Source: an optimization exercise on an open RTL-to-GDS flow (aim: small area and a short achievable clock period). Production flows keep margins and buffers that such runs may drop.
RTL that was checked went through simulation tests only; none was proved equivalent to the original.
Function not checked in runs 3 and 4: the RTL went through the layout flow alone.
Power figures rest on the tool's default switching activity, not on a simulated workload.

## flow/design.v

```verilog
package sa_pkg;
    typedef logic [8-1:0]    pixel_t;       
    typedef logic [8-1:0]    weight_t;      
    typedef logic [(8 + 8 + $clog2(3))-1:0] acc_t;         
    typedef struct packed {
        logic [3-1:0]                     shamt;   
        logic [4-1:0]                      mant;    
        logic [8-3-4-1:0]   pad;     
    } drum_pair_t;
    typedef union packed {
        pixel_t     plain;
        drum_pair_t pair;
    } operand_word_u;
endpackage
`timescale 1ns/10ps
module drum_encoder (
    input  sa_pkg::pixel_t     i_value,         
    output sa_pkg::drum_pair_t o_pair,          
    output sa_pkg::pixel_t     o_dec            
);
    logic [7:0] v;
    logic       h4, h5, h6, h7;                  
    assign v  = i_value;
    assign h7 = v[7];
    assign h6 = v[7] | v[6];
    assign h5 = h6 | v[5];
    assign h4 = h5 | v[4];
    assign o_pair.shamt[2] = h7;
    assign o_pair.shamt[1] = ~h7 & (v[6] | v[5]);
    assign o_pair.shamt[0] = (~h7 & v[6]) | (~h5 & v[4]);
    assign o_pair.pad      = 1'b0;
    assign o_pair.mant[3] = v[7] | v[6] | v[5] | v[4] | v[3];
    assign o_pair.mant[2] = h7 ? v[6] : h6 ? v[5] : h5 ? v[4] : h4 ? v[3] : v[2];
    assign o_pair.mant[1] = h7 ? v[5] : h6 ? v[4] : h5 ? v[3] : h4 ? v[2] : v[1];
    assign o_pair.mant[0] = h4 | v[0];
    assign o_dec[7:5] = v[7:5];
    assign o_dec[4]   = v[4] | v[7];
    assign o_dec[3]   = (v[3] & ~h6) | (v[6] & ~h7);
    assign o_dec[2]   = (v[2] & ~h5) | (v[5] & ~h6);
    assign o_dec[1]   = (v[1] & ~h4) | (v[4] & ~h5);
    assign o_dec[0]   =  v[0] & ~h4;
endmodule
`timescale 1ns/10ps
module mac_pe_first (
    input  logic                  i_clk,
    input  logic                  i_rst_n,
    input  logic                  i_approx,      
    input  sa_pkg::operand_word_u i_operand,     
    input  sa_pkg::pixel_t        i_dec,         
    input  sa_pkg::weight_t       i_weight,
    input  logic                  i_clear,       
    output sa_pkg::operand_word_u o_operand,     
    output sa_pkg::weight_t       o_weight,      
    output sa_pkg::acc_t          o_acc
);
    sa_pkg::drum_pair_t   w_pair;              
    sa_pkg::weight_t      w_dec;               
    logic [7:0]           a_fac, b_fac;
    logic [7:0]           pp0;
    logic [7:0]           pp1;
    logic [7:0]           pp2;
    logic [7:0]           pp3;
    logic [7:0]           pp4;
    logic [7:0]           pp5;
    logic [7:0]           pp6;
    logic [7:0]           pp7;
    logic [17:0]          r_s, r_c;            
    logic [17:0]          acc_sum;
    sa_pkg::acc_t         acc_q;
    logic                 t0;
    logic                 t1;
    logic                 t2;
    logic                 t3;
    logic                 t4;
    logic                 t5;
    logic                 t6;
    logic                 t7;
    logic                 t8;
    logic                 t9;
    logic                 t10;
    logic                 t11;
    logic                 t12;
    logic                 t13;
    logic                 t14;
    logic                 t15;
    logic                 t16;
    logic                 t17;
    logic                 t18;
    logic                 t19;
    logic                 t20;
    logic                 t21;
    logic                 t22;
    logic                 t23;
    logic                 t24;
    logic                 t25;
    logic                 t26;
    logic                 t27;
    logic                 t28;
    logic                 t29;
    logic                 t30;
    logic                 t31;
    logic                 t32;
    logic                 t33;
    logic                 t34;
    logic                 t35;
    logic                 t36;
    logic                 t37;
    logic                 t38;
    logic                 t39;
    logic                 t40;
    logic                 t41;
    logic                 t42;
    logic                 t43;
    logic                 t44;
    logic                 t45;
    logic                 t46;
    logic                 t47;
    logic                 t48;
    logic                 t49;
    logic                 t50;
    logic                 t51;
    logic                 t52;
    logic                 t53;
    logic                 t54;
    logic                 t55;
    logic                 t56;
    logic                 t57;
    logic                 t58;
    logic                 t59;
    logic                 t60;
    logic                 t61;
    logic                 t62;
    logic                 t63;
    logic                 t64;
    logic                 t65;
    logic                 t66;
    logic                 t67;
    logic                 t68;
    logic                 t69;
    logic                 t70;
    logic                 t71;
    logic                 t72;
    logic                 t73;
    logic                 t74;
    logic                 t75;
    logic                 t76;
    logic                 t77;
    logic                 t78;
    logic                 t79;
    logic                 t80;
    logic                 t81;
    logic                 t82;
    logic                 t83;
    logic                 t84;
    logic                 t85;
    logic                 t86;
    logic                 t87;
    logic                 t88;
    logic                 t89;
    logic                 t90;
    logic                 t91;
    logic                 t92;
    logic                 t93;
    logic                 t94;
    logic                 t95;
    logic                 t96;
    logic                 t97;
    logic                 t98;
    logic                 t99;
    logic                 t100;
    logic                 t101;
    logic                 t102;
    logic                 t103;
    logic                 t104;
    logic                 t105;
    logic                 t106;
    logic                 t107;
    logic                 t108;
    logic                 t109;
    logic                 t110;
    logic                 t111;
    drum_encoder u_weight_enc (
        .i_value (i_weight),
        .o_pair  (w_pair),
        .o_dec   (w_dec)
    );
    assign b_fac = i_approx ? w_dec : i_weight;
    assign a_fac = i_approx ? i_dec : i_operand.plain;
    assign pp0 = a_fac[0] ? b_fac : 8'h00;
    assign pp1 = a_fac[1] ? b_fac : 8'h00;
    assign pp2 = a_fac[2] ? b_fac : 8'h00;
    assign pp3 = a_fac[3] ? b_fac : 8'h00;
    assign pp4 = a_fac[4] ? b_fac : 8'h00;
    assign pp5 = a_fac[5] ? b_fac : 8'h00;
    assign pp6 = a_fac[6] ? b_fac : 8'h00;
    assign pp7 = a_fac[7] ? b_fac : 8'h00;
    assign t0 = acc_q[5] ^ pp0[5];
    assign t1 = acc_q[5] & pp0[5];
    assign t2 = acc_q[6] ^ pp0[6] ^ pp1[5];
    assign t3 = (acc_q[6] & pp0[6]) | (acc_q[6] & pp1[5]) | (pp0[6] & pp1[5]);
    assign t4 = pp2[4] ^ pp3[3];
    assign t5 = pp2[4] & pp3[3];
    assign t6 = acc_q[7] ^ pp0[7] ^ pp1[6];
    assign t7 = (acc_q[7] & pp0[7]) | (acc_q[7] & pp1[6]) | (pp0[7] & pp1[6]);
    assign t8 = pp2[5] ^ pp3[4] ^ pp4[3];
    assign t9 = (pp2[5] & pp3[4]) | (pp2[5] & pp4[3]) | (pp3[4] & pp4[3]);
    assign t10 = pp5[2] ^ pp6[1];
    assign t11 = pp5[2] & pp6[1];
    assign t12 = acc_q[8] ^ pp1[7] ^ pp2[6];
    assign t13 = (acc_q[8] & pp1[7]) | (acc_q[8] & pp2[6]) | (pp1[7] & pp2[6]);
    assign t14 = pp3[5] ^ pp4[4] ^ pp5[3];
    assign t15 = (pp3[5] & pp4[4]) | (pp3[5] & pp5[3]) | (pp4[4] & pp5[3]);
    assign t16 = pp6[2] ^ pp7[1];
    assign t17 = pp6[2] & pp7[1];
    assign t18 = acc_q[9] ^ pp2[7] ^ pp3[6];
    assign t19 = (acc_q[9] & pp2[7]) | (acc_q[9] & pp3[6]) | (pp2[7] & pp3[6]);
    assign t20 = pp4[5] ^ pp5[4] ^ pp6[3];
    assign t21 = (pp4[5] & pp5[4]) | (pp4[5] & pp6[3]) | (pp5[4] & pp6[3]);
    assign t22 = acc_q[10] ^ pp3[7] ^ pp4[6];
    assign t23 = (acc_q[10] & pp3[7]) | (acc_q[10] & pp4[6]) | (pp3[7] & pp4[6]);
    assign t24 = acc_q[3] ^ pp0[3];
    assign t25 = acc_q[3] & pp0[3];
    assign t26 = acc_q[4] ^ pp0[4] ^ pp1[3];
    assign t27 = (acc_q[4] & pp0[4]) | (acc_q[4] & pp1[3]) | (pp0[4] & pp1[3]);
    assign t28 = pp2[2] ^ pp3[1];
    assign t29 = pp2[2] & pp3[1];
    assign t30 = pp1[4] ^ pp2[3] ^ pp3[2];
    assign t31 = (pp1[4] & pp2[3]) | (pp1[4] & pp3[2]) | (pp2[3] & pp3[2]);
    assign t32 = pp4[1] ^ pp5[0] ^ t0;
    assign t33 = (pp4[1] & pp5[0]) | (pp4[1] & t0) | (pp5[0] & t0);
    assign t34 = pp4[2] ^ pp5[1] ^ pp6[0];
    assign t35 = (pp4[2] & pp5[1]) | (pp4[2] & pp6[0]) | (pp5[1] & pp6[0]);
    assign t36 = t1 ^ t4 ^ t2;
    assign t37 = (t1 & t4) | (t1 & t2) | (t4 & t2);
    assign t38 = pp7[0] ^ t5 ^ t10;
    assign t39 = (pp7[0] & t5) | (pp7[0] & t10) | (t5 & t10);
    assign t40 = t3 ^ t6 ^ t8;
    assign t41 = (t3 & t6) | (t3 & t8) | (t6 & t8);
    assign t42 = t11 ^ t16 ^ t7;
    assign t43 = (t11 & t16) | (t11 & t7) | (t16 & t7);
    assign t44 = t9 ^ t12 ^ t14;
    assign t45 = (t9 & t12) | (t9 & t14) | (t12 & t14);
    assign t46 = pp7[2] ^ t17 ^ t13;
    assign t47 = (pp7[2] & t17) | (pp7[2] & t13) | (t17 & t13);
    assign t48 = t15 ^ t18 ^ t20;
    assign t49 = (t15 & t18) | (t15 & t20) | (t18 & t20);
    assign t50 = pp5[5] ^ pp6[4] ^ pp7[3];
    assign t51 = (pp5[5] & pp6[4]) | (pp5[5] & pp7[3]) | (pp6[4] & pp7[3]);
    assign t52 = t19 ^ t21 ^ t22;
    assign t53 = (t19 & t21) | (t19 & t22) | (t21 & t22);
    assign t54 = acc_q[11] ^ pp4[7] ^ pp5[6];
    assign t55 = (acc_q[11] & pp4[7]) | (acc_q[11] & pp5[6]) | (pp4[7] & pp5[6]);
    assign t56 = pp6[5] ^ pp7[4] ^ t23;
    assign t57 = (pp6[5] & pp7[4]) | (pp6[5] & t23) | (pp7[4] & t23);
    assign t58 = acc_q[12] ^ pp5[7] ^ pp6[6];
    assign t59 = (acc_q[12] & pp5[7]) | (acc_q[12] & pp6[6]) | (pp5[7] & pp6[6]);
    assign t60 = acc_q[2] ^ pp0[2];
    assign t61 = acc_q[2] & pp0[2];
    assign t62 = pp1[2] ^ pp2[1] ^ pp3[0];
    assign t63 = (pp1[2] & pp2[1]) | (pp1[2] & pp3[0]) | (pp2[1] & pp3[0]);
    assign t64 = pp4[0] ^ t25 ^ t28;
    assign t65 = (pp4[0] & t25) | (pp4[0] & t28) | (t25 & t28);
    assign t66 = t29 ^ t27 ^ t30;
    assign t67 = (t29 & t27) | (t29 & t30) | (t27 & t30);
    assign t68 = t31 ^ t34 ^ t33;
    assign t69 = (t31 & t34) | (t31 & t33) | (t34 & t33);
    assign t70 = t35 ^ t38 ^ t37;
    assign t71 = (t35 & t38) | (t35 & t37) | (t38 & t37);
    assign t72 = t39 ^ t41 ^ t42;
    assign t73 = (t39 & t41) | (t39 & t42) | (t41 & t42);
    assign t74 = t43 ^ t45 ^ t46;
    assign t75 = (t43 & t45) | (t43 & t46) | (t45 & t46);
    assign t76 = t50 ^ t47 ^ t49;
    assign t77 = (t50 & t47) | (t50 & t49) | (t47 & t49);
    assign t78 = t51 ^ t54 ^ t53;
    assign t79 = (t51 & t54) | (t51 & t53) | (t54 & t53);
    assign t80 = pp7[5] ^ t55 ^ t58;
    assign t81 = (pp7[5] & t55) | (pp7[5] & t58) | (t55 & t58);
    assign t82 = acc_q[13] ^ pp6[7] ^ pp7[6];
    assign t83 = (acc_q[13] & pp6[7]) | (acc_q[13] & pp7[6]) | (pp6[7] & pp7[6]);
    assign t84 = acc_q[1] ^ pp0[1];
    assign t85 = acc_q[1] & pp0[1];
    assign t86 = pp1[1] ^ pp2[0] ^ t60;
    assign t87 = (pp1[1] & pp2[0]) | (pp1[1] & t60) | (pp2[0] & t60);
    assign t88 = t61 ^ t24 ^ t62;
    assign t89 = (t61 & t24) | (t61 & t62) | (t24 & t62);
    assign t90 = t63 ^ t26 ^ t64;
    assign t91 = (t63 & t26) | (t63 & t64) | (t26 & t64);
    assign t92 = t65 ^ t32 ^ t66;
    assign t93 = (t65 & t32) | (t65 & t66) | (t32 & t66);
    assign t94 = t67 ^ t36 ^ t68;
    assign t95 = (t67 & t36) | (t67 & t68) | (t36 & t68);
    assign t96 = t40 ^ t69 ^ t70;
    assign t97 = (t40 & t69) | (t40 & t70) | (t69 & t70);
    assign t98 = t44 ^ t71 ^ t72;
    assign t99 = (t44 & t71) | (t44 & t72) | (t71 & t72);
    assign t100 = t48 ^ t73 ^ t74;
    assign t101 = (t48 & t73) | (t48 & t74) | (t73 & t74);
    assign t102 = t52 ^ t75 ^ t76;
    assign t103 = (t52 & t75) | (t52 & t76) | (t75 & t76);
    assign t104 = t56 ^ t77 ^ t78;
    assign t105 = (t56 & t77) | (t56 & t78) | (t77 & t78);
    assign t106 = t57 ^ t80 ^ t79;
    assign t107 = (t57 & t80) | (t57 & t79) | (t80 & t79);
    assign t108 = t59 ^ t82 ^ t81;
    assign t109 = (t59 & t82) | (t59 & t81) | (t82 & t81);
    assign t110 = acc_q[14] ^ pp7[7] ^ t83;
    assign t111 = (acc_q[14] & pp7[7]) | (acc_q[14] & t83) | (pp7[7] & t83);
    assign r_s[0] = acc_q[0];
    assign r_c[0] = pp0[0];
    assign r_s[1] = pp1[0];
    assign r_c[1] = t84;
    assign r_s[2] = t85;
    assign r_c[2] = t86;
    assign r_s[3] = t87;
    assign r_c[3] = t88;
    assign r_s[4] = t89;
    assign r_c[4] = t90;
    assign r_s[5] = t91;
    assign r_c[5] = t92;
    assign r_s[6] = t93;
    assign r_c[6] = t94;
    assign r_s[7] = t95;
    assign r_c[7] = t96;
    assign r_s[8] = t97;
    assign r_c[8] = t98;
    assign r_s[9] = t99;
    assign r_c[9] = t100;
    assign r_s[10] = t101;
    assign r_c[10] = t102;
    assign r_s[11] = t103;
    assign r_c[11] = t104;
    assign r_s[12] = t105;
    assign r_c[12] = t106;
    assign r_s[13] = t108;
    assign r_c[13] = t107;
    assign r_s[14] = t110;
    assign r_c[14] = t109;
    assign r_s[15] = acc_q[15];
    assign r_c[15] = t111;
    assign r_s[16] = acc_q[16];
    assign r_c[16] = 1'b0;
    assign r_s[17] = acc_q[17];
    assign r_c[17] = 1'b0;
    assign acc_sum = r_s + r_c;
    always_ff @(posedge i_clk or negedge i_rst_n) begin
        if (!i_rst_n) begin
            o_operand <= '0;
            o_weight  <= '0;
        end else begin
            o_operand <= i_operand;      
            o_weight  <= i_weight;
        end
    end
    always_ff @(posedge i_clk or negedge i_rst_n) begin
        if (!i_rst_n) begin
            acc_q <= '0;
        end else if (i_clear) begin
            acc_q <= '0;
        end else begin
            acc_q <= acc_sum;
        end
    end
    assign o_acc = acc_q;
endmodule
`timescale 1ns/10ps
module mac_pe (
    input  logic                  i_clk,
    input  logic                  i_rst_n,
    input  logic                  i_approx,      
    input  sa_pkg::operand_word_u i_operand,     
    input  sa_pkg::weight_t       i_weight,
    input  logic                  i_clear,       
    output sa_pkg::operand_word_u o_operand,     
    output sa_pkg::weight_t       o_weight,      
    output sa_pkg::acc_t          o_acc
);
    sa_pkg::drum_pair_t   w_pair;              
    sa_pkg::weight_t      w_dec;               
    logic [7:0]           b_fac;               
    logic [9:0]           op3;                 
    logic [5:0]           mant3;               
    logic [10:0]          x1;                  
    logic [12:0]          x3;                  
    logic [3:0]           sel1, sel2, sel3;    
    logic [12:0]          rowv [4];
    logic [15:0]          p_s, p_c;            
    logic [15:0]          p_gen, p_prp;        
    logic                 p_ovf;               
    logic [15:0]          m_s;
    logic [16:0]          m_c;                 
    logic [16:0]          lo_sum;
    logic [1:0]           hi_base;
    logic [17:0]          acc_sum;
    sa_pkg::acc_t         acc_q;
    logic                 t0;
    logic                 t1;
    logic                 t2;
    logic                 t3;
    logic                 t4;
    logic                 t5;
    logic                 t6;
    logic                 t7;
    logic                 t8;
    logic                 t9;
    logic                 t10;
    logic                 t11;
    logic                 t12;
    logic                 t13;
    logic                 t14;
    logic                 t15;
    logic                 t16;
    logic                 t17;
    logic                 t18;
    logic                 t19;
    logic                 t20;
    logic                 t21;
    logic                 t22;
    logic                 t23;
    logic                 t24;
    logic                 t25;
    logic                 t26;
    logic                 t27;
    logic                 t28;
    logic                 t29;
    logic                 t30;
    logic                 t31;
    logic                 t32;
    logic                 t33;
    logic                 t34;
    logic                 t35;
    logic                 t36;
    logic                 t37;
    logic                 t38;
    logic                 t39;
    logic                 t40;
    logic                 t41;
    logic                 t42;
    logic                 t43;
    logic                 t44;
    logic                 t45;
    logic                 t46;
    logic                 t47;
    logic                 t48;
    logic                 t49;
    logic                 t50;
    logic                 t51;
    logic                 t52;
    logic                 t53;
    logic                 t54;
    logic                 t55;
    logic                 t56;
    logic                 t57;
    logic                 t58;
    logic                 t59;
    logic                 t60;
    logic                 t61;
    logic                 t62;
    logic                 t63;
    logic                 t64;
    logic                 t65;
    logic                 t66;
    logic                 t67;
    logic                 t68;
    logic                 t69;
    drum_encoder u_weight_enc (
        .i_value (i_weight),
        .o_pair  (w_pair),
        .o_dec   (w_dec)
    );
    assign b_fac = i_approx ? w_dec : i_weight;
    assign t0 = i_operand.plain[0] ^ 1'b0;
    assign t1 = i_operand.plain[0] & 1'b0;
    assign t2 = i_operand.plain[1] ^ i_operand.plain[0] ^ t1;
    assign t3 = (i_operand.plain[1] & i_operand.plain[0]) | (i_operand.plain[1] & t1) | (i_operand.plain[0] & t1);
    assign t4 = i_operand.plain[2] ^ i_operand.plain[1] ^ t3;
    assign t5 = (i_operand.plain[2] & i_operand.plain[1]) | (i_operand.plain[2] & t3) | (i_operand.plain[1] & t3);
    assign t6 = i_operand.plain[3] ^ i_operand.plain[2] ^ t5;
    assign t7 = (i_operand.plain[3] & i_operand.plain[2]) | (i_operand.plain[3] & t5) | (i_operand.plain[2] & t5);
    assign t8 = i_operand.plain[4] ^ i_operand.plain[3] ^ t7;
    assign t9 = (i_operand.plain[4] & i_operand.plain[3]) | (i_operand.plain[4] & t7) | (i_operand.plain[3] & t7);
    assign t10 = i_operand.plain[5] ^ i_operand.plain[4] ^ t9;
    assign t11 = (i_operand.plain[5] & i_operand.plain[4]) | (i_operand.plain[5] & t9) | (i_operand.plain[4] & t9);
    assign t12 = i_operand.plain[6] ^ i_operand.plain[5] ^ t11;
    assign t13 = (i_operand.plain[6] & i_operand.plain[5]) | (i_operand.plain[6] & t11) | (i_operand.plain[5] & t11);
    assign t14 = i_operand.plain[7] ^ i_operand.plain[6] ^ t13;
    assign t15 = (i_operand.plain[7] & i_operand.plain[6]) | (i_operand.plain[7] & t13) | (i_operand.plain[6] & t13);
    assign t16 = i_operand.plain[7] ^ t15;
    assign t17 = i_operand.plain[7] & t15;
    assign t18 = i_operand.pair.mant[0] ^ 1'b0;
    assign t19 = i_operand.pair.mant[0] & 1'b0;
    assign t20 = i_operand.pair.mant[1] ^ i_operand.pair.mant[0] ^ t19;
    assign t21 = (i_operand.pair.mant[1] & i_operand.pair.mant[0]) | (i_operand.pair.mant[1] & t19) | (i_operand.pair.mant[0] & t19);
    assign t22 = i_operand.pair.mant[2] ^ i_operand.pair.mant[1] ^ t21;
    assign t23 = (i_operand.pair.mant[2] & i_operand.pair.mant[1]) | (i_operand.pair.mant[2] & t21) | (i_operand.pair.mant[1] & t21);
    assign t24 = i_operand.pair.mant[3] ^ i_operand.pair.mant[2] ^ t23;
    assign t25 = (i_operand.pair.mant[3] & i_operand.pair.mant[2]) | (i_operand.pair.mant[3] & t23) | (i_operand.pair.mant[2] & t23);
    assign t26 = i_operand.pair.mant[3] ^ t25;
    assign t27 = i_operand.pair.mant[3] & t25;
    assign op3   = {t17, t16, t14, t12, t10, t8, t6, t4, t2, t0};
    assign mant3 = {t27, t26, t24, t22, t20, t18};
    assign x1 = i_approx ? {7'b0, i_operand.pair.mant} << i_operand.pair.shamt
                         : {3'b000, i_operand.plain};
    assign x3 = i_approx ? {7'b0, mant3} << i_operand.pair.shamt
                         : {3'b000, op3};
    always_comb begin
        for (int k = 0; k < 4; k++) begin
            sel1[k] = b_fac[2*k] & ~b_fac[2*k+1];
            sel2[k] = ~b_fac[2*k] & b_fac[2*k+1];
            sel3[k] = b_fac[2*k] & b_fac[2*k+1];
            rowv[k] = ({13{sel1[k]}} & {2'b00, x1}) | ({13{sel2[k]}} & {1'b0, x1, 1'b0})
                    | ({13{sel3[k]}} & x3);
        end
    end
    assign t28 = rowv[0][6] ^ rowv[1][4];
    assign t29 = rowv[0][6] & rowv[1][4];
    assign t30 = rowv[0][7] ^ rowv[1][5] ^ rowv[2][3];
    assign t31 = (rowv[0][7] & rowv[1][5]) | (rowv[0][7] & rowv[2][3]) | (rowv[1][5] & rowv[2][3]);
    assign t32 = rowv[0][8] ^ rowv[1][6] ^ rowv[2][4];
    assign t33 = (rowv[0][8] & rowv[1][6]) | (rowv[0][8] & rowv[2][4]) | (rowv[1][6] & rowv[2][4]);
    assign t34 = rowv[0][9] ^ rowv[1][7] ^ rowv[2][5];
    assign t35 = (rowv[0][9] & rowv[1][7]) | (rowv[0][9] & rowv[2][5]) | (rowv[1][7] & rowv[2][5]);
    assign t36 = rowv[0][10] ^ rowv[1][8] ^ rowv[2][6];
    assign t37 = (rowv[0][10] & rowv[1][8]) | (rowv[0][10] & rowv[2][6]) | (rowv[1][8] & rowv[2][6]);
    assign t38 = rowv[0][11] ^ rowv[1][9] ^ rowv[2][7];
    assign t39 = (rowv[0][11] & rowv[1][9]) | (rowv[0][11] & rowv[2][7]) | (rowv[1][9] & rowv[2][7]);
    assign t40 = rowv[0][12] ^ rowv[1][10] ^ rowv[2][8];
    assign t41 = (rowv[0][12] & rowv[1][10]) | (rowv[0][12] & rowv[2][8]) | (rowv[1][10] & rowv[2][8]);
    assign t42 = rowv[1][11] ^ rowv[2][9];
    assign t43 = rowv[1][11] & rowv[2][9];
    assign t44 = rowv[1][12] ^ rowv[2][10];
    assign t45 = rowv[1][12] & rowv[2][10];
    assign t46 = rowv[0][4] ^ rowv[1][2];
    assign t47 = rowv[0][4] & rowv[1][2];
    assign t48 = rowv[0][5] ^ rowv[1][3] ^ rowv[2][1];
    assign t49 = (rowv[0][5] & rowv[1][3]) | (rowv[0][5] & rowv[2][1]) | (rowv[1][3] & rowv[2][1]);
    assign t50 = rowv[2][2] ^ rowv[3][0] ^ t28;
    assign t51 = (rowv[2][2] & rowv[3][0]) | (rowv[2][2] & t28) | (rowv[3][0] & t28);
    assign t52 = rowv[3][1] ^ t29 ^ t30;
    assign t53 = (rowv[3][1] & t29) | (rowv[3][1] & t30) | (t29 & t30);
    assign t54 = rowv[3][2] ^ t31 ^ t32;
    assign t55 = (rowv[3][2] & t31) | (rowv[3][2] & t32) | (t31 & t32);
    assign t56 = rowv[3][3] ^ t33 ^ t34;
    assign t57 = (rowv[3][3] & t33) | (rowv[3][3] & t34) | (t33 & t34);
    assign t58 = rowv[3][4] ^ t35 ^ t36;
    assign t59 = (rowv[3][4] & t35) | (rowv[3][4] & t36) | (t35 & t36);
    assign t60 = rowv[3][5] ^ t37 ^ t38;
    assign t61 = (rowv[3][5] & t37) | (rowv[3][5] & t38) | (t37 & t38);
    assign t62 = rowv[3][6] ^ t39 ^ t40;
    assign t63 = (rowv[3][6] & t39) | (rowv[3][6] & t40) | (t39 & t40);
    assign t64 = rowv[3][7] ^ t42 ^ t41;
    assign t65 = (rowv[3][7] & t42) | (rowv[3][7] & t41) | (t42 & t41);
    assign t66 = rowv[3][8] ^ t43 ^ t44;
    assign t67 = (rowv[3][8] & t43) | (rowv[3][8] & t44) | (t43 & t44);
    assign t68 = rowv[2][11] ^ rowv[3][9] ^ t45;
    assign t69 = (rowv[2][11] & rowv[3][9]) | (rowv[2][11] & t45) | (rowv[3][9] & t45);
    assign p_s[0] = rowv[0][0];
    assign p_c[0] = 1'b0;
    assign p_s[1] = rowv[0][1];
    assign p_c[1] = 1'b0;
    assign p_s[2] = rowv[0][2];
    assign p_c[2] = rowv[1][0];
    assign p_s[3] = rowv[0][3];
    assign p_c[3] = rowv[1][1];
    assign p_s[4] = rowv[2][0];
    assign p_c[4] = t46;
    assign p_s[5] = t47;
    assign p_c[5] = t48;
    assign p_s[6] = t49;
    assign p_c[6] = t50;
    assign p_s[7] = t51;
    assign p_c[7] = t52;
    assign p_s[8] = t53;
    assign p_c[8] = t54;
    assign p_s[9] = t55;
    assign p_c[9] = t56;
    assign p_s[10] = t57;
    assign p_c[10] = t58;
    assign p_s[11] = t59;
    assign p_c[11] = t60;
    assign p_s[12] = t61;
    assign p_c[12] = t62;
    assign p_s[13] = t63;
    assign p_c[13] = t64;
    assign p_s[14] = t66;
    assign p_c[14] = t65;
    assign p_s[15] = t67;
    assign p_c[15] = t68;
    assign p_gen = p_s & p_c;
    assign p_prp = p_s | p_c;
    always_comb begin
        p_ovf = 1'b0;
        for (int i = 0; i < 16; i++) begin
            p_ovf = p_gen[i] | (p_prp[i] & p_ovf);
        end
    end
    assign m_s = acc_q[15:0] ^ p_s ^ p_c;
    assign m_c = {(acc_q[15:0] & p_s) | (acc_q[15:0] & p_c) | (p_s & p_c), 1'b0};
    assign lo_sum = 17'(m_s) + 17'(m_c[15:0]);
    assign hi_base[0] = acc_q[16] ^ m_c[16] ^ p_ovf;
    assign hi_base[1] = acc_q[17] ^ ((acc_q[16] & m_c[16] & ~p_ovf) | (~acc_q[16] & ~m_c[16] & p_ovf));
    assign acc_sum[15:0] = lo_sum[15:0];
    assign acc_sum[16]   = hi_base[0] ^ lo_sum[16];
    assign acc_sum[17]   = lo_sum[16] ? hi_base[1] ^ hi_base[0] : hi_base[1];
    always_ff @(posedge i_clk or negedge i_rst_n) begin
        if (!i_rst_n) begin
            o_operand <= '0;
            o_weight  <= '0;
        end else begin
            o_operand <= i_operand;      
            o_weight  <= i_weight;
        end
    end
    always_ff @(posedge i_clk or negedge i_rst_n) begin
        if (!i_rst_n) begin
            acc_q <= '0;
        end else if (i_clear) begin
            acc_q <= '0;
        end else begin
            acc_q <= acc_sum;
        end
    end
    assign o_acc = acc_q;
endmodule
`timescale 1ns/10ps
module systolic_row (
    input  logic                          i_clk,
    input  logic                          i_rst_n,
    input  logic                          i_approx,        
    input  sa_pkg::pixel_t                i_pixel,         
    input  logic [8*8-1:0]       i_weight,        
    input  logic [8-1:0]              i_clear,         
    output logic [8*(8 + 8 + $clog2(3))-1:0]    o_acc_result,    
    output logic [8-1:0]             o_pass_pixel,    
    output logic [8*8-1:0]       o_pass_weight    
);
    sa_pkg::drum_pair_t    pixel_pair;                     
    sa_pkg::pixel_t        pixel_dec;                      
    sa_pkg::operand_word_u entry_word;
    logic [8:0][8-1:0] operand_chain;             
    drum_encoder u_pixel_enc (
        .i_value (i_pixel),
        .o_pair  (pixel_pair),
        .o_dec   (pixel_dec)
    );
    always_comb begin
        entry_word.plain = i_pixel;
        if (i_approx) begin
            entry_word.pair = pixel_pair;    
        end
    end
    assign operand_chain[0] = entry_word;
    genvar n;
    generate
        for (n = 0; n < 8; n++) begin : g_pe
            if (n == 0) begin : g_first
                mac_pe_first u_mac_pe (
                    .i_clk      (i_clk),
                    .i_rst_n    (i_rst_n),
                    .i_approx   (i_approx),
                    .i_operand  (operand_chain[n]),
                    .i_dec      (pixel_dec),
                    .i_weight   (i_weight[n*8 +: 8]),
                    .i_clear    (i_clear[n]),
                    .o_operand  (operand_chain[n+1]),
                    .o_weight   (o_pass_weight[n*8 +: 8]),
                    .o_acc      (o_acc_result[n*(8 + 8 + $clog2(3)) +: (8 + 8 + $clog2(3))])
                );
            end else begin : g_rest
                mac_pe u_mac_pe (
                    .i_clk      (i_clk),
                    .i_rst_n    (i_rst_n),
                    .i_approx   (i_approx),
                    .i_operand  (operand_chain[n]),
                    .i_weight   (i_weight[n*8 +: 8]),
                    .i_clear    (i_clear[n]),
                    .o_operand  (operand_chain[n+1]),
                    .o_weight   (o_pass_weight[n*8 +: 8]),
                    .o_acc      (o_acc_result[n*(8 + 8 + $clog2(3)) +: (8 + 8 + $clog2(3))])
                );
            end
        end
    endgenerate
    assign o_pass_pixel = operand_chain[8];
endmodule
```

## flow/flow/run.sh

```bash
#!/bin/bash
# Layout flow: the standard ORFS flow (standard.sh, synthesis unchanged), with the
# input and output ports buffered by the smallest plain buffer instead of the cell
# buffer_ports picks by default. Each tool's output goes to make.log here and to ORFS's
# own per-step logs under orfs/logs.
set -euo pipefail
export BUFFER_PORTS_ARGS="-buffer_cell sky130_fd_sc_hd__buf_1"
bash standard.sh > make.log 2>&1
```

## flow/standard.sh

```bash
#!/bin/bash
# synth_recipe.tcl (not shown) runs the flow's synth.tcl, then flattens the netlist and writes it again
# the make line also repeats each setting of config.mk as NAME=value (left out here)
make -C /OpenROAD-flow-scripts/flow DESIGN_CONFIG=/design/flow/config.mk WORK_HOME=/design/flow/orfs CLKGATE_MAP_FILE= SYNTH_SCRIPT=/design/flow/synth_recipe.tcl "${@:-finish}"
```

## flow/config.mk

```make
export PLATFORM = sky130hd
export DESIGN_NAME = systolic_row
export DESIGN_NICKNAME = systolic_row
export VERILOG_FILES = /design/flow/design.v
export SDC_FILE = /design/flow/constraint.sdc
export NUM_CORES = 4
export LEC_CHECK = 0
export ABC_AREA = 1
export CAP_MARGIN = 20
export CORE_MARGIN = 2
export CORE_UTILIZATION = 65
export SETUP_SLACK_MARGIN = 4
export SLEW_MARGIN = 20
```

## flow/constraint.sdc

```tcl
create_clock -name core_clock -period 10.5 [get_ports {i_clk}]
set_input_delay 2.1000 -clock core_clock [delete_from_list [all_inputs] [get_ports {i_clk}]]
set_output_delay 2.1000 -clock core_clock [all_outputs]
set_load 0.01 [all_outputs]
```

==> qor.csv, run 1 <==
metric,value,unit
Sink Count,272,
net count reported at finish,5504,
clk slew on worst S/H paths,60,ps
Final Skew,19.84,ps
layout cells sized above 1,14.01,%
initial antenna violation count,0,
Post-synth ARST share,100.0,%
CP max stage cell,fa_1,
"count leader, synth",nand2_1,
WP data required,10910,ps
largest cells by area after synthesis,"dfrtp_1 (21%), fa_1 (18%), nand2_1 (13%), ha_1 (8.9%), inv_1 (8.6%)",
final number of setup-violating endpoints,0,
share of the synthesized area in the top cell type,20.79,%
slew margin rel.,42.18,%
"EDFF count, synth",0,
core box area,0.04997,mm²
PwrDens,209.5,mW/mm²
sequential share of the synthesized area,20.79,%
CP max stage delay,500,ps
Die H,228.4,µm
Critical Path End Type,flip-flop,
Cell variety after synth,62,
hold_buf cts,0,
Mapped Nets,5084,
crit path DAT,7000,ps
Placed Instances,5371,
largest area contributor in the netlist,dfrtp_1,
Fmax achieved,151.7,MHz
leak pwr,19.06,nW
Port Buffers,298,
drt pass-1 iters,9,
ANT nets after route,0,
"Cell Area, Synth",0.03273,mm²
Setup Total Neg Slack,0,ps
CTS Buffer Depth,3,
post-synthesis cell count,4466,
vias,32959,
reg2reg end,g_pe[7].g_rest.u_mac_pe.acc_q[15]$_DFF_PN0_,
Main synth FF type,dfrtp_1,
I/O pin total,299,
number of fill cells in the layout,3760,
Worst Tran Pin Value,867.2,ps
Period minus WS final,6593,ps
Hold Crit Class,reg -> reg,
Rows,82,
Routability Congestion,0.9805,
fin cells,5583,
RSZ-0062 raised after global routing,true,
status,no timing/DRC/antenna violations,
TritonCTS Buffers,35,
number of global-route vias before repair,30934,
worst-path maximum fanout,4,
R2R setup slack,4180,ps
worst setup path start,i_pixel[6],
drt via density,5.903,
max cap viols,0,
YS warnings,4,
CTS root buffer,clkbuf_16,
commonest cells in the netlist,"nand2_1 (1142), inv_1 (751), nor2_1 (407)",
diode count,0,
CTS tree,yes,
die width,228.4,µm
post-DP HPWL,70060,µm
Routed WL,96180,µm
initial cell density of the core,65.51,%
Die ar.,0.05217,mm²
critical path class,in -> reg,
Final Hold Fails,0,
H-tree level count,2,
DR WL/cell,17.23,µm
1st-iter DRT viols,2992,
overall global routing resource usage,35.14,%
largest net degree at the start of global routing,157,
Final period util,62.79,%
Synth Register Bits,272,
RR Startpoint,g_pe[6].g_rest.u_mac_pe.o_operand[2]$_DFF_PN0_,
Worst VDD drop,0.2927,mV
worst reg2reg path depth,31,
Area Growth Syn to Fin,17.31,%
critical path endpoint,g_pe[0].g_first.u_mac_pe.acc_q[17]$_DFF_PN0_,
clk latency of the worst-skew pair,570,ps
max-slew violation count,0,
syn avg cell area,7.330,µm²
DRC,0,
CP Launch Type,input pin,
first-pass GRT wire length,152400,µm
global route overflow,0,
routing by layer:
metal | up-vias | wire, µm | track usage (%)
li1 | 15461 | - | -
met3 | 322 | 7742 | 5.002
met1 | 15482 | 39350 | 47.50
met4 | 0 | 3875 | 11.81
met5 | - | 0 | 0
met2 | 1694 | 45220 | 58.43
stage by stage:
stage / worst slack [ps] / total power, mW / hold slack (ps) / area, µm² / util (%)
CTS: 3979 / 7.453 / 418.2 / 36370 / 72.80
global route: 3591 / 8.796 / 435.1 / 38400 / 76.85
floorplan: 3576 / 4.970 / 372.6 / 33030 / -
global placement: 2966 / 5.910 / 394.0 / 34610 / 69.27
finish: 3907 / 8.043 / 418.9 / 38400 / 76.85
detailed placement: 2825 / 6.029 / 400.4 / 34610 / 69.27
state kept, by name, indices dropped and copies added (netlist names):
signal	cells
g_pe.g_rest.u_mac_pe.acc_q	126
g_pe.g_rest.u_mac_pe.o_operand	56
g_pe.g_rest.u_mac_pe.o_weight	56
g_pe.g_first.u_mac_pe.acc_q	18
g_pe.g_first.u_mac_pe.o_operand	8
g_pe.g_first.u_mac_pe.o_weight	8
power breakdown:
part	switching [mW]	internal, mW	leakage [nW]
registers	0.235	1.28	3.35
logic	3.15	2.10	15.1
clock network	0.503	0.767	0.587
total	3.89	4.15	19.1
worst max-delay path: cells and delay by family:
kind,cells,cell delay [ps]
AO/OA/AOI/OAI,6,1020
AND/OR/NAND/NOR,14,1220
XOR/XNOR,1,120
buffers and inverters,8,520
adder cells (fa/ha/maj),5,2030
area by class of cell:
type	count	area, µm²	area share, %
clock buffer	48	1037	2.701
clock inverter	14	163.9	0.4268
inverter	812	3134	8.162
multi-input combinational	3315	23860	62.13
sequential	272	6832	17.79
tap	672	840.8	2.190
timing repair buffer	448	2512	6.543
timing repair inverter	2	22.52	0.05865
placed cells by master (no fill, tap or decap), types with 42 or more instances in the layout:
cell,instances
inv_2,99
buf_4,139
a21oi_2,42
buf_1,289
o22ai_1,71
fa_1,279
a21oi_1,183
dfrtp_1,252
inv_1,693
nand2_1,1114
nor3_1,44
o221ai_1,163
o21ai_0,158
nand2_2,60
nand3_1,170
nor2_1,369
ha_1,210
cells by family (layout without fill, tap and decap cells):
logic type	Yosys count	in the layout	share of synthesized area, %
simple gates	1909	1911	24.31
buf+inv	881	1324	10.39
compound gates	847	847	16.56
fa+ha+maj	535	535	27.35
flops	272	272	20.79
xor+xnor	20	20	0.5351
mux	2	2	0.06116
timing repair:
action / 4_1_cts / 5_1_grt
pin swaps: 31 / 115
setup endpoints to repair: 38 / 41
setup buffers: 32 / 109
cloned: 3 / 6
gates resized for setup: 77 / 297
endpoints found under the hold margin: 0 / 0
how the worst min path moves through the flow:
stage,startpoint,depth (start not counted),end,slack (ps)
6_report,g_pe[3].g_rest.u_mac_pe.o_operand[0]$_DFF_PN0_,0,g_pe[4].g_rest.u_mac_pe.o_operand[0]$_DFF_PN0_,420
5_1_grt,g_pe[3].g_rest.u_mac_pe.o_operand[0]$_DFF_PN0_,0,g_pe[4].g_rest.u_mac_pe.o_operand[0]$_DFF_PN0_,440
4_1_cts,g_pe[3].g_rest.u_mac_pe.o_operand[0]$_DFF_PN0_,0,g_pe[4].g_rest.u_mac_pe.o_operand[0]$_DFF_PN0_,420
3_5_place_dp,g_pe[3].g_rest.u_mac_pe.o_operand[0]$_DFF_PN0_,0,g_pe[4].g_rest.u_mac_pe.o_operand[0]$_DFF_PN0_,400
3_3_place_gp,g_pe[3].g_rest.u_mac_pe.o_operand[0]$_DFF_PN0_,0,g_pe[4].g_rest.u_mac_pe.o_operand[0]$_DFF_PN0_,390
2_1_floorplan,g_pe[6].g_rest.u_mac_pe.o_operand[0]$_DFF_PN0_,0,g_pe[7].g_rest.u_mac_pe.o_operand[0]$_DFF_PN0_,370
==> run 2, diff against run 1 <==
--- a/flow/config.mk
+++ b/flow/config.mk
@@ -10,4 +10,4 @@
 export CORE_MARGIN = 2
 export CORE_UTILIZATION = 65
-export SETUP_SLACK_MARGIN = 4
+export SETUP_SLACK_MARGIN = 3
 export SLEW_MARGIN = 20
==> qor.csv, run 2 <==
metric,value,unit
Port Buffers,298,
Critical Path End Type,flip-flop,
syn avg cell area,7.330,µm²
Die H,228.4,µm
met1 Resource Use GR,45.34,%
1st-iter DRT viols,2848,
Period minus WS final,7084,ps
largest cells by area after synthesis,"dfrtp_1 (21%), fa_1 (18%), nand2_1 (13%), ha_1 (8.9%), inv_1 (8.6%)",
I/O pin total,299,
share of the synthesized area in the top cell type,20.79,%
most frequent cells in the layout,"nand2_1 (1142), inv_1 (751), nor2_1 (403), fa_1 (301), buf_1 (294)",
Cell variety after synth,62,
Synth Register Bits,272,
final number of setup-violating endpoints,0,
clk latency of the worst-skew pair,560,ps
"count leader, synth",nand2_1,
ANT nets after route,0,
TritonCTS Buffers,34,
initial cell density of the core,65.51,%
die width,228.4,µm
Die ar.,0.05217,mm²
CP most frequent cell,inv_1,
Final Hold Fails,0,
CP Launch Type,input pin,
PwrDens,204.0,mW/mm²
Mapped Nets,5084,
RSZ-0062 raised after global routing,false,
Routed WL,89430,µm
max cap viols,0,
Worst Tran Pin Value,918.5,ps
max-slew violation count,0,
largest area contributor in the netlist,dfrtp_1,
WP data required,10910,ps
post-DP HPWL,71230,µm
fin area,0.03566,mm²
CTS tree,yes,
leak pwr,18.17,nW
Post-synth ARST share,100.0,%
hold_buf cts,0,
post-synthesis cell count,4466,
"EDFF count, synth",0,
dpl cell area,0.03441,mm²
Setup Total Neg Slack,0,ps
CTS Buffer Depth,3,
Design Power,7.274,mW
Largest regs,"g_pe.g_rest.u_mac_pe.acc_q: 126 flops, g_pe.g_rest.u_mac_pe.o_operand: 56 flops, g_pe.g_rest.u_mac_pe.o_weight: 56 flops",
drt pass-1 iters,6,
global route overflow,0,
Final period util,67.47,%
number of global-route vias before repair,31117,
overall global routing resource usage,34.93,%
drt via density,5.822,
cell family with most CP delay,adder cells,
DR WL/cell,16.45,µm
"Cell Area, Synth",0.03273,mm²
largest net degree at the start of global routing,67,
critical path class,in -> reg,
CP max stage cell,fa_1,
Hold Crit Class,reg -> reg,
Sink Count,272,
status,no timing/DRC/antenna violations,
YS warnings,4,
slew margin rel.,38.77,%
core box area,0.04997,mm²
"commonest non-fill, non-tap cell in the layout",nand2_1,
CP max stage delay,550,ps
H-tree level count,2,
Main synth FF type,dfrtp_1,
net count reported at finish,5359,
Routability Congestion,1.025,
Rows,82,
crit path buf inv count,8,
number of flip-flops in the largest register,126,
initial antenna violation count,0,
Worst VDD drop,0.2521,mV
crit path DAT,7500,ps
commonest cells in the netlist,"nand2_1 (1142), inv_1 (751), nor2_1 (407)",
Final Skew,13.34,ps
busiest grt layer,met2,
CTS root buffer,clkbuf_16,
worst-path maximum fanout,11,
sequential share of the synthesized area,20.79,%
DRC,0,
Fmax achieved,141.2,MHz
global routing usage on met3,5.402,%
diode count,0,
clk slew on worst S/H paths,60,ps
met2 GRT Util,58.62,%
first-pass GRT wire length,151700,µm
vias,31652,
largest register by flop count,g_pe.g_rest.u_mac_pe.acc_q,
Area Growth Syn to Fin,8.944,%
layout cells sized above 1,4.743,%
==> run 2: cell counts after synthesis <==
Identical to the previous run, type by type.
==> run 2: per-stage QoR <==
| step | utilization, % | std cells | hold WS [ps] | setup slack, ps |
|---|---|---|---|---|
| final | 71.37 | 5437 | 431.6 | 3416 |
| after global routing | 71.37 | 5437 | 443.2 | 2988 |
| after CTS | 71.21 | 5435 | 429.8 | 3017 |
| after detailed placement | 68.87 | 5375 | 415.1 | 2299 |
| after global placement | 68.87 | 5375 | 419.7 | 2481 |
| after floorplan | - | 4466 | 372.6 | 3017 |
==> run 2: worst paths after layout <==
kind	startpoint	end	slack [ps]	cells after the start
worst max-delay path	i_pixel[7]	g_pe[0].g_first.u_mac_pe.acc_q[17]$_DFF_PN0_	3420	34
worst min-delay path	g_pe[5].g_rest.u_mac_pe.o_operand[0]$_DFF_PN0_	g_pe[6].g_rest.u_mac_pe.o_operand[0]$_DFF_PN0_	430	0
worst max register to register	g_pe[1].g_rest.u_mac_pe.o_operand[1]$_DFF_PN0_	g_pe[2].g_rest.u_mac_pe.acc_q[15]$_DFF_PN0_	3630	31
worst min register to register	g_pe[5].g_rest.u_mac_pe.o_operand[0]$_DFF_PN0_	g_pe[6].g_rest.u_mac_pe.o_operand[0]$_DFF_PN0_	430	0
max in group asynchronous	i_rst_n	g_pe[1].g_rest.u_mac_pe.acc_q[10]$_DFF_PN0_	7040	3
min in group asynchronous	i_rst_n	g_pe[7].g_rest.u_mac_pe.acc_q[16]$_DFF_PN0_	1490	1
==> run 2: per-layer routing <==
layer  share of wire (%)  wire length, µm
met5                   0                0
met2                  48            42820
met3                 7.4             6635
met4                 4.1             3652
met1                  41            36320
==> run 2: where the power goes <==
group | internal (mW) | switching, mW | total [mW]
logic | 1.70 | 2.83 | 4.52
registers | 1.28 | 0.220 | 1.50
clock network | 0.761 | 0.491 | 1.25
==> run 2: cells by family (layout without fill, tap and decap cells) <==
kind of cell | Yosys count | in the layout | synth area share [%]
AO/OA/AOI/OAI | 847 | 847 | 16.56
XOR/XNOR | 20 | 20 | 0.5351
flip-flops | 272 | 272 | 20.79
multiplexers | 2 | 2 | 0.06116
AND/OR/NAND/NOR | 1909 | 1909 | 24.31
buffers and inverters | 881 | 1180 | 10.39
adder cells (fa/ha/maj) | 535 | 535 | 27.35
==> run 2: cell type report <==
class                      count  area, µm²
clock buffer                  42      942.2
clock inverter                18      229.0
fill                        4301      14300
inverter                     812       3055
multi-input combinational   3313      22550
sequential                   272       6807
tap                          672      840.8
timing repair buffer         308       1234
==> run 2: what timing repair did <==
item                                    in CTS  in global routing
gates resized for setup                      1                 23
setup buffers                                0                  2
pin swaps                                    0                  2
endpoints found under the setup margin       1                 28
==> run 3, diff against run 2 <==
--- a/flow/design.v
+++ b/flow/design.v
@@ -24,6 +24,6 @@
     assign h7 = v[7];
     assign h6 = v[7] | v[6];
-    assign h5 = h6 | v[5];
-    assign h4 = h5 | v[4];
+    assign h5 = v[7] | v[6] | v[5];
+    assign h4 = v[7] | v[6] | v[5] | v[4];
     assign o_pair.shamt[2] = h7;
     assign o_pair.shamt[1] = ~h7 & (v[6] | v[5]);
--- a/flow/config.mk
+++ b/flow/config.mk
@@ -9,5 +9,5 @@
 export CAP_MARGIN = 20
 export CORE_MARGIN = 2
-export CORE_UTILIZATION = 65
+export CORE_UTILIZATION = 70
 export SETUP_SLACK_MARGIN = 3
 export SLEW_MARGIN = 20
==> qor.csv, run 3 <==
metric,value,unit
Final period util,68.35,%
met2 GRT Util,63.64,%
Comb power frac,63.1,%
YS warnings,4,
dpl cell area,0.03428,mm²
Cell variety after synth,60,
Period minus WS final,7177,ps
Final Hold Fails,0,
"count leader, synth",nand2_1,
Fmax achieved,139.3,MHz
CP max stage delay,550,ps
max-slew violation count,0,
CP Launch Type,input pin,
largest cells by area after synthesis,"dfrtp_1 (21%), fa_1 (18%), nand2_1 (13%), ha_1 (9.0%), inv_1 (8.6%)",
Rows,79,
fin area,0.03551,mm²
WP data required,10950,ps
met1 Resource Use GR,48.56,%
crit path DAT,7620,ps
part of the power in registers,20.8,%
CP max stage cell,fa_1,
CTS root buffer,clkbuf_16,
CTS tree,yes,
largest net degree at the start of global routing,161,
cell family with most CP delay,adder cells,
share of the synthesized area in the top cell type,20.82,%
PwrDens,204.9,mW/mm²
largest register by flop count,g_pe.g_rest.u_mac_pe.acc_q,
DR WL/cell,17.01,µm
first-pass GRT wire length,147400,µm
critical path class,in -> reg,
Worst Tran Pin Value,978.9,ps
RSZ-0062 raised after global routing,true,
global routing usage on met3,5.328,%
switching power,3.573,mW
1st-iter DRT viols,3013,
fin cells,5332,
Die ar.,0.04844,mm²
drt pass-1 iters,6,
number of global-route vias before repair,30697,
"commonest non-fill, non-tap cell in the layout",nand2_1,
Final Skew,21.98,ps
most frequent cells in the layout,"nand2_1 (1092), inv_1 (745), nor2_1 (437), fa_1 (301), buf_1 (294)",
Post-synth ARST share,100.0,%
Pint,3.702,mW
Routability Congestion,1.004,
H-tree level count,1,
largest area contributor in the netlist,dfrtp_1,
DRC,0,
Mapped Nets,5053,
drt via density,5.989,
clk latency of the worst-skew pair,590,ps
"Cell Area, Synth",0.03269,mm²
Port Buffers,298,
slew margin rel.,34.74,%
Worst VDD drop,0.2570,mV
area of the multi-input gates,0.02255,mm²
die width,220.1,µm
leak pwr,18.04,nW
sequential share of the synthesized area,20.82,%
Hold Crit Class,reg -> reg,
global route overflow,0,
initial cell density of the core,70.51,%
clock share of power,16.0,%
Synth Register Bits,272,
net count reported at finish,5319,
Sink Count,272,
layout cells sized above 1,5.397,%
Routed WL,90700,µm
post-DP HPWL,70220,µm
max cap viols,0,
vias,31935,
Placed Instances,5271,
Die H,220.1,µm
Setup Total Neg Slack,0,ps
"EDFF count, synth",0,
Main synth FF type,dfrtp_1,
hold_buf cts,0,
final number of setup-violating endpoints,0,
initial antenna violation count,2,
Area Growth Syn to Fin,8.631,%
I/O pin total,299,
switching share of power,49.11,%
busiest grt layer,met2,
status,no timing/DRC/antenna violations,
ANT nets after route,0,
clk slew on worst S/H paths,60,ps
commonest cells in the netlist,"nand2_1 (1092), inv_1 (748), nor2_1 (440)",
crit path buf inv count,8,
core box area,0.04636,mm²
overall global routing resource usage,37.11,%
number of flip-flops in the largest register,126,
number of fill cells in the layout,3526,
worst-path maximum fanout,62,
CTS Buffer Depth,3,
post-synthesis cell count,4435,
Critical Path End Type,flip-flop,
syn avg cell area,7.371,µm²
diode count,0,
FF/Latch Area,0.006814,mm²
TritonCTS Buffers,31,
Largest regs,"g_pe.g_rest.u_mac_pe.acc_q: 126 flops, g_pe.g_rest.u_mac_pe.o_operand: 56 flops, g_pe.g_rest.u_mac_pe.o_weight: 56 flops",
## run 3: final timing paths
kind,slack [ps],startpoint,depth (start not counted),to
worst max-delay path,3320,i_approx,32,g_pe[6].g_rest.u_mac_pe.acc_q[15]$_DFF_PN0_
worst min-delay path,420,g_pe[3].g_rest.u_mac_pe.o_operand[0]$_DFF_PN0_,0,g_pe[4].g_rest.u_mac_pe.o_operand[0]$_DFF_PN0_
worst max register to register,3480,g_pe[5].g_rest.u_mac_pe.o_operand[2]$_DFF_PN0_,34,g_pe[6].g_rest.u_mac_pe.acc_q[15]$_DFF_PN0_
worst min register to register,420,g_pe[3].g_rest.u_mac_pe.o_operand[0]$_DFF_PN0_,0,g_pe[4].g_rest.u_mac_pe.o_operand[0]$_DFF_PN0_
max in group asynchronous,7550,i_rst_n,2,g_pe[2].g_rest.u_mac_pe.acc_q[14]$_DFF_PN0_
min in group asynchronous,1540,i_rst_n,1,g_pe[7].g_rest.u_mac_pe.acc_q[17]$_DFF_PN0_
## run 3: what timing repair did
item | CTS | global route
gates resized for setup | 0 | 41
hold endpoints to repair | 0 | 0
setup buffers | 0 | 4
setup endpoints to repair | 0 | 15
## run 3: per-stage QoR
step	utilization (%)	hold slack, ps	setup slack (ps)	total power, mW
floorplan	-	372.6	3001	4.882
global placement	73.94	405.2	2696	5.795
detailed placement	73.94	405.5	2486	5.956
CTS	76.30	417.5	3015	7.211
global route	76.60	436.4	2880	8.024
finish	76.60	422.4	3323	7.275
## run 3: final cells by class
type / count / share of cell area [%]
multi-input combinational: 3276 / 63.50
sequential: 272 / 19.19
inverter: 812 / 8.597
timing repair buffer: 308 / 3.495
clock buffer: 36 / 2.350
tap: 607 / 2.139
clock inverter: 21 / 0.7294
## run 3: per-layer routing
layer / vias to the layer above / wire, µm
li1: 15008 / -
met3: 269 / 7227
met5: - / 13
met2: 1607 / 44440
met4: 2 / 2924
met1: 15049 / 36100
## run 3: power by group through the flow
stage / Sequential (mW) / Combinational, mW / Clock, mW
after floorplan: 1.55 / 3.33 / 0
after global placement: 1.52 / 4.27 / 0
after global routing: 1.54 / 5.26 / 1.22
after CTS: 1.51 / 4.52 / 1.18
final: 1.51 / 4.59 / 1.17
after detailed placement: 1.53 / 4.43 / 0
## run 3: worst register-to-register path, delay by kind of cell, from the launching register on
family          cells  cell delay [ps]
compound gates      6             1110
xor+xnor            1              170
flops               1              460
simple gates       13             1250
fa+ha+maj           9             3630
buf+inv             5              320
## run 3: logic make-up after synthesis
family                   count (synthesis)  synth area share [%]
adder cells (fa/ha/maj)                535                 27.39
AND/OR/NAND/NOR                       1885                 24.19
flip-flops                             272                 20.82
buffers and inverters                  887                 10.42
XOR/XNOR                                26                0.6966
multiplexers                             1               0.03062
AO/OA/AOI/OAI                          829                 16.45
==> run 4, diff against run 3 <==
--- a/flow/design.v
+++ b/flow/design.v
@@ -24,6 +24,6 @@
     assign h7 = v[7];
     assign h6 = v[7] | v[6];
-    assign h5 = v[7] | v[6] | v[5];
-    assign h4 = v[7] | v[6] | v[5] | v[4];
+    assign h5 = h6 | v[5];
+    assign h4 = h5 | v[4];
     assign o_pair.shamt[2] = h7;
     assign o_pair.shamt[1] = ~h7 & (v[6] | v[5]);
@@ -388,4 +388,19 @@
     logic [15:0]          p_gen, p_prp;        
     logic                 p_ovf;               
+    logic                 ov_g0, ov_p0;
+    logic                 ov_g1, ov_p1;
+    logic                 ov_g2, ov_p2;
+    logic                 ov_g3, ov_p3;
+    logic                 ov_g4, ov_p4;
+    logic                 ov_g5, ov_p5;
+    logic                 ov_g6, ov_p6;
+    logic                 ov_g7, ov_p7;
+    logic                 ov_g8, ov_p8;
+    logic                 ov_g9, ov_p9;
+    logic                 ov_g10, ov_p10;
+    logic                 ov_g11, ov_p11;
+    logic                 ov_g12, ov_p12;
+    logic                 ov_g13, ov_p13;
+    logic                 ov_g14, ov_p14;
     logic [15:0]          m_s;
     logic [16:0]          m_c;                 
@@ -589,10 +604,34 @@
     assign p_gen = p_s & p_c;
     assign p_prp = p_s | p_c;
-    always_comb begin
-        p_ovf = 1'b0;
-        for (int i = 0; i < 16; i++) begin
-            p_ovf = p_gen[i] | (p_prp[i] & p_ovf);
-        end
-    end
+    assign ov_g0 = p_gen[1] | (p_prp[1] & p_gen[0]);
+    assign ov_p0 = p_prp[1] & p_prp[0];
+    assign ov_g1 = p_gen[3] | (p_prp[3] & p_gen[2]);
+    assign ov_p1 = p_prp[3] & p_prp[2];
+    assign ov_g2 = p_gen[5] | (p_prp[5] & p_gen[4]);
+    assign ov_p2 = p_prp[5] & p_prp[4];
+    assign ov_g3 = p_gen[7] | (p_prp[7] & p_gen[6]);
+    assign ov_p3 = p_prp[7] & p_prp[6];
+    assign ov_g4 = p_gen[9] | (p_prp[9] & p_gen[8]);
+    assign ov_p4 = p_prp[9] & p_prp[8];
+    assign ov_g5 = p_gen[11] | (p_prp[11] & p_gen[10]);
+    assign ov_p5 = p_prp[11] & p_prp[10];
+    assign ov_g6 = p_gen[13] | (p_prp[13] & p_gen[12]);
+    assign ov_p6 = p_prp[13] & p_prp[12];
+    assign ov_g7 = p_gen[15] | (p_prp[15] & p_gen[14]);
+    assign ov_p7 = p_prp[15] & p_prp[14];
+    assign ov_g8 = ov_g1 | (ov_p1 & ov_g0);
+    assign ov_p8 = ov_p1 & ov_p0;
+    assign ov_g9 = ov_g3 | (ov_p3 & ov_g2);
+    assign ov_p9 = ov_p3 & ov_p2;
+    assign ov_g10 = ov_g5 | (ov_p5 & ov_g4);
+    assign ov_p10 = ov_p5 & ov_p4;
+    assign ov_g11 = ov_g7 | (ov_p7 & ov_g6);
+    assign ov_p11 = ov_p7 & ov_p6;
+    assign ov_g12 = ov_g9 | (ov_p9 & ov_g8);
+    assign ov_p12 = ov_p9 & ov_p8;
+    assign ov_g13 = ov_g11 | (ov_p11 & ov_g10);
+    assign ov_p13 = ov_p11 & ov_p10;
+    assign ov_g14 = ov_g13 | (ov_p13 & ov_g12);
+    assign p_ovf = ov_g14;
     assign m_s = acc_q[15:0] ^ p_s ^ p_c;
     assign m_c = {(acc_q[15:0] & p_s) | (acc_q[15:0] & p_c) | (p_s & p_c), 1'b0};
==> flow/run.sh (new file) <==
#!/bin/bash
# synth_recipe.tcl (not shown) runs the flow's synth.tcl, then flattens the netlist and writes it again
# the make line also repeats each setting of config.mk as NAME=value (left out here)
make -C /OpenROAD-flow-scripts/flow DESIGN_CONFIG=/design/flow/config.mk WORK_HOME=/design/flow/orfs CLKGATE_MAP_FILE= SYNTH_SCRIPT=/design/flow/synth_recipe.tcl finish
--- a/flow/config.mk
+++ b/flow/config.mk
@@ -9,5 +9,5 @@
 export CAP_MARGIN = 20
 export CORE_MARGIN = 2
-export CORE_UTILIZATION = 70
+export CORE_UTILIZATION = 65
 export SETUP_SLACK_MARGIN = 3
 export SLEW_MARGIN = 20
removed: flow/flow/run.sh
removed: flow/standard.sh
==> qor.csv, run 4 <==
metric,value,unit
status,no timing/DRC/antenna violations,
number of flip-flops in the largest register,126,
clk latency of the worst-skew pair,610,ps
initial cell density of the core,65.91,%
WP data required,10990,ps
Routed WL,98390,µm
largest area contributor in the netlist,dfrtp_1,
Synth Register Bits,272,
vias,34040,
DRC,0,
Final Skew,21.64,ps
Sink Count,272,
Rows,83,
TritonCTS Buffers,31,
hold path depth,0,
Largest regs,"g_pe.g_rest.u_mac_pe.acc_q: 126 flops, g_pe.g_rest.u_mac_pe.o_operand: 56 flops, g_pe.g_rest.u_mac_pe.o_weight: 56 flops",
Port Buffers,298,
drt pass-1 iters,7,
leak pwr,19.38,nW
syn avg cell area,7.117,µm²
worst reg2reg path depth,29,
number of global-route vias before repair,33172,
Area Growth Syn to Fin,13.67,%
core box area,0.05141,mm²
Design Power,8.239,mW
ANT nets after route,0,
CTS tree,yes,
worst-path maximum fanout,69,
Mapped Nets,5379,
slew margin rel.,30.70,%
die width,232.3,µm
Critical Path End Type,flip-flop,
"Cell Area, Synth",0.03388,mm²
max-slew violation count,0,
I/O pin total,299,
drt via density,5.946,
Fmax achieved,141.3,MHz
largest net degree at the start of global routing,81,
Period minus WS final,7077,ps
Main synth FF type,dfrtp_1,
DR WL/cell,17.19,µm
final number of setup-violating endpoints,0,
net count reported at finish,5638,
Final Hold Fails,0,
CTS root buffer,clkbuf_16,
Cell variety after synth,57,
sequential share of the synthesized area,20.09,%
Routability Congestion,1.052,
"EDFF count, synth",0,
Setup Total Neg Slack,0,ps
largest register by flop count,g_pe.g_rest.u_mac_pe.acc_q,
share of the synthesized area in the top cell type,20.09,%
"commonest non-fill, non-tap cell in the layout",nand2_1,
Worst Tran Pin Value,1040,ps
crit path DAT,7560,ps
critical path class,in -> reg,
layout cells sized above 1,3.409,%
first-pass GRT wire length,160100,µm
YS warnings,4,
largest cells by area after synthesis,"dfrtp_1 (20%), fa_1 (17%), nand2_1 (14%), ha_1 (9.2%), inv_1 (8.4%)",
post-synthesis cell count,4761,
max cap viols,0,
commonest cells in the netlist,"nand2_1 (1286), inv_1 (758), nor2_1 (471)",
CP Launch Type,input pin,
1st-iter DRT viols,3723,
"count leader, synth",nand2_1,
RSZ-0062 raised after global routing,false,
Die H,232.3,µm
Final period util,67.40,%
CTS Buffer Depth,3,
post-DP HPWL,77520,µm
initial antenna violation count,0,
Die ar.,0.05397,mm²
Worst VDD drop,0.2521,mV
Hold Crit Class,reg -> reg,
overall global routing resource usage,36.21,%
PwrDens,213.9,mW/mm²
most frequent cells in the layout,"nand2_1 (1286), inv_1 (758), nor2_1 (468), clkdlybuf4s50_1 (293), fa_1 (287)",
clk slew on worst S/H paths,60,ps
diode count,0,
H-tree level count,1,
Post-synth ARST share,100.0,%
global route overflow,0,
[run 4: metrics by stage]
| stage | area (µm²) | utilization [%] | hold WS (ps) | setup slack, ps | std cells |
|---|---|---|---|---|---|
| finish | 38510 | 74.92 | 424.8 | 3423 | 5725 |
| global route | 38510 | 74.92 | 431.1 | 3015 | 5725 |
| CTS | 38480 | 74.85 | 429.0 | 3055 | 5725 |
| detailed placement | 37340 | 72.64 | 415.2 | 2441 | 5667 |
| global placement | 37340 | 72.64 | 390.7 | 2483 | 5667 |
| floorplan | 33880 | - | 348.7 | 3312 | 4761 |
[run 4: final cells by class]
class                   instances  area, µm²
multi-input cells            3600      23630
fillers                      4021      12890
flip-flops and latches        272       6807
inverters                     812       3054
repair buffers                303       3038
clock buffers                  43      890.9
well taps                     680      850.8
clock inverters                15      242.7
[run 4: kinds of logic (layout without fill, tap and decap cells)]
kind of cell             Yosys count  after routing  synth area share, %
buffers and inverters            889           1173                10.23
AO/OA/AOI/OAI                    861            861                16.26
flip-flops                       272            272                20.09
XOR/XNOR                          38             38               0.9823
adder cells (fa/ha/maj)          535            535                26.12
AND/OR/NAND/NOR                 2166           2166                26.33
[run 4: critical path: stages]
cell	delay [ps]
buf_6	410
inv_6	330
buf_4	360
nor2_8	180
inv_1	120
o21ai_0	430
inv_1	180
o221ai_1	270
fa_1	470
fa_1	620
fa_1	440
ha_1	370
nand2_1	80
o21ai_0	200
a211oi_1	130
a21oi_1	210
nor2_1	60
o21bai_1	190
nand3_2	130
a21oi_1	170
nor2_1	70
[run 4: routing by layer]
| layer | global-route usage (%) | wire length [µm] | vias up |
|---|---|---|---|
| li1 | - | - | 16081 |
| met1 | 44.47 | 37660 | 15799 |
| met2 | 62.57 | 48260 | 1780 |
| met3 | 5.329 | 7758 | 380 |
| met4 | 17.17 | 4702 | 0 |
| met5 | 0 | 0 | - |
[run 4: power breakdown]
| part | switching [mW] | total (mW) | internal (mW) |
|---|---|---|---|
| logic | 3.32 | 5.51 | 2.19 |
| registers | 0.233 | 1.52 | 1.28 |
| clock network | 0.470 | 1.21 | 0.739 |
| total | 4.02 | 8.24 | 4.21 |
[run 4: repair_timing]
action	CTS	global route
resized for setup	0	11
setup endpoints to repair	0	27
hold buffers	0	0
setup buffers	0	0
[run 4: worst paths after layout]
check / from / end / slack (ps)
min in group asynchronous: i_rst_n / g_pe[0].g_first.u_mac_pe.acc_q[15]$_DFF_PN0_ / 1480
worst max register to register: g_pe[6].g_rest.u_mac_pe.o_operand[1]$_DFF_PN0_ / g_pe[7].g_rest.u_mac_pe.acc_q[17]$_DFF_PN0_ / 3510
worst max-delay path: i_approx / g_pe[5].g_rest.u_mac_pe.acc_q[17]$_DFF_PN0_ / 3420
max in group asynchronous: i_rst_n / g_pe[6].g_rest.u_mac_pe.o_weight[6]$_DFF_PN0_ / 7650
worst min-delay path: g_pe[5].g_rest.u_mac_pe.o_operand[0]$_DFF_PN0_ / g_pe[6].g_rest.u_mac_pe.o_operand[0]$_DFF_PN0_ / 420
worst min register to register: g_pe[5].g_rest.u_mac_pe.o_operand[0]$_DFF_PN0_ / g_pe[6].g_rest.u_mac_pe.o_operand[0]$_DFF_PN0_ / 420

[port drivers added, routing unchanged]
The flow's constraints put no driver on any port. The routed layouts listed below were extracted and timed again, unchanged, in two steps. Step 1, drivers: a clkbuf_16 drives i_clk and a buf_2 each remaining input, both assumed. Step 2 moves the port delays by t, midway between the first and last clock arrival at a register: inputs arrive t later, outputs are due t later. That takes back most of the time a late clock gives input paths. Three values: no drivers, after step 1, after step 2; two values: the first two.
run | t, ns | slack for setup (ns) | worst data-port slew with drivers (ns)
run 1 | 0.621 | 3.907 / 3.923 / 3.301 | 0.11
run 2 | 0.620 | 3.416 / 3.454 / 2.834 | 0.08
run 3 | 0.644 | 3.323 / 3.360 / 2.716 | 0.07
run 4 | 0.657 | 3.423 / 3.443 / 2.786 | 0.07
After both steps setup and hold are still met in every run listed. The setup slack of run 4, which loses most, moves by +0.020 ns with the drivers and by -0.637 ns with both steps.
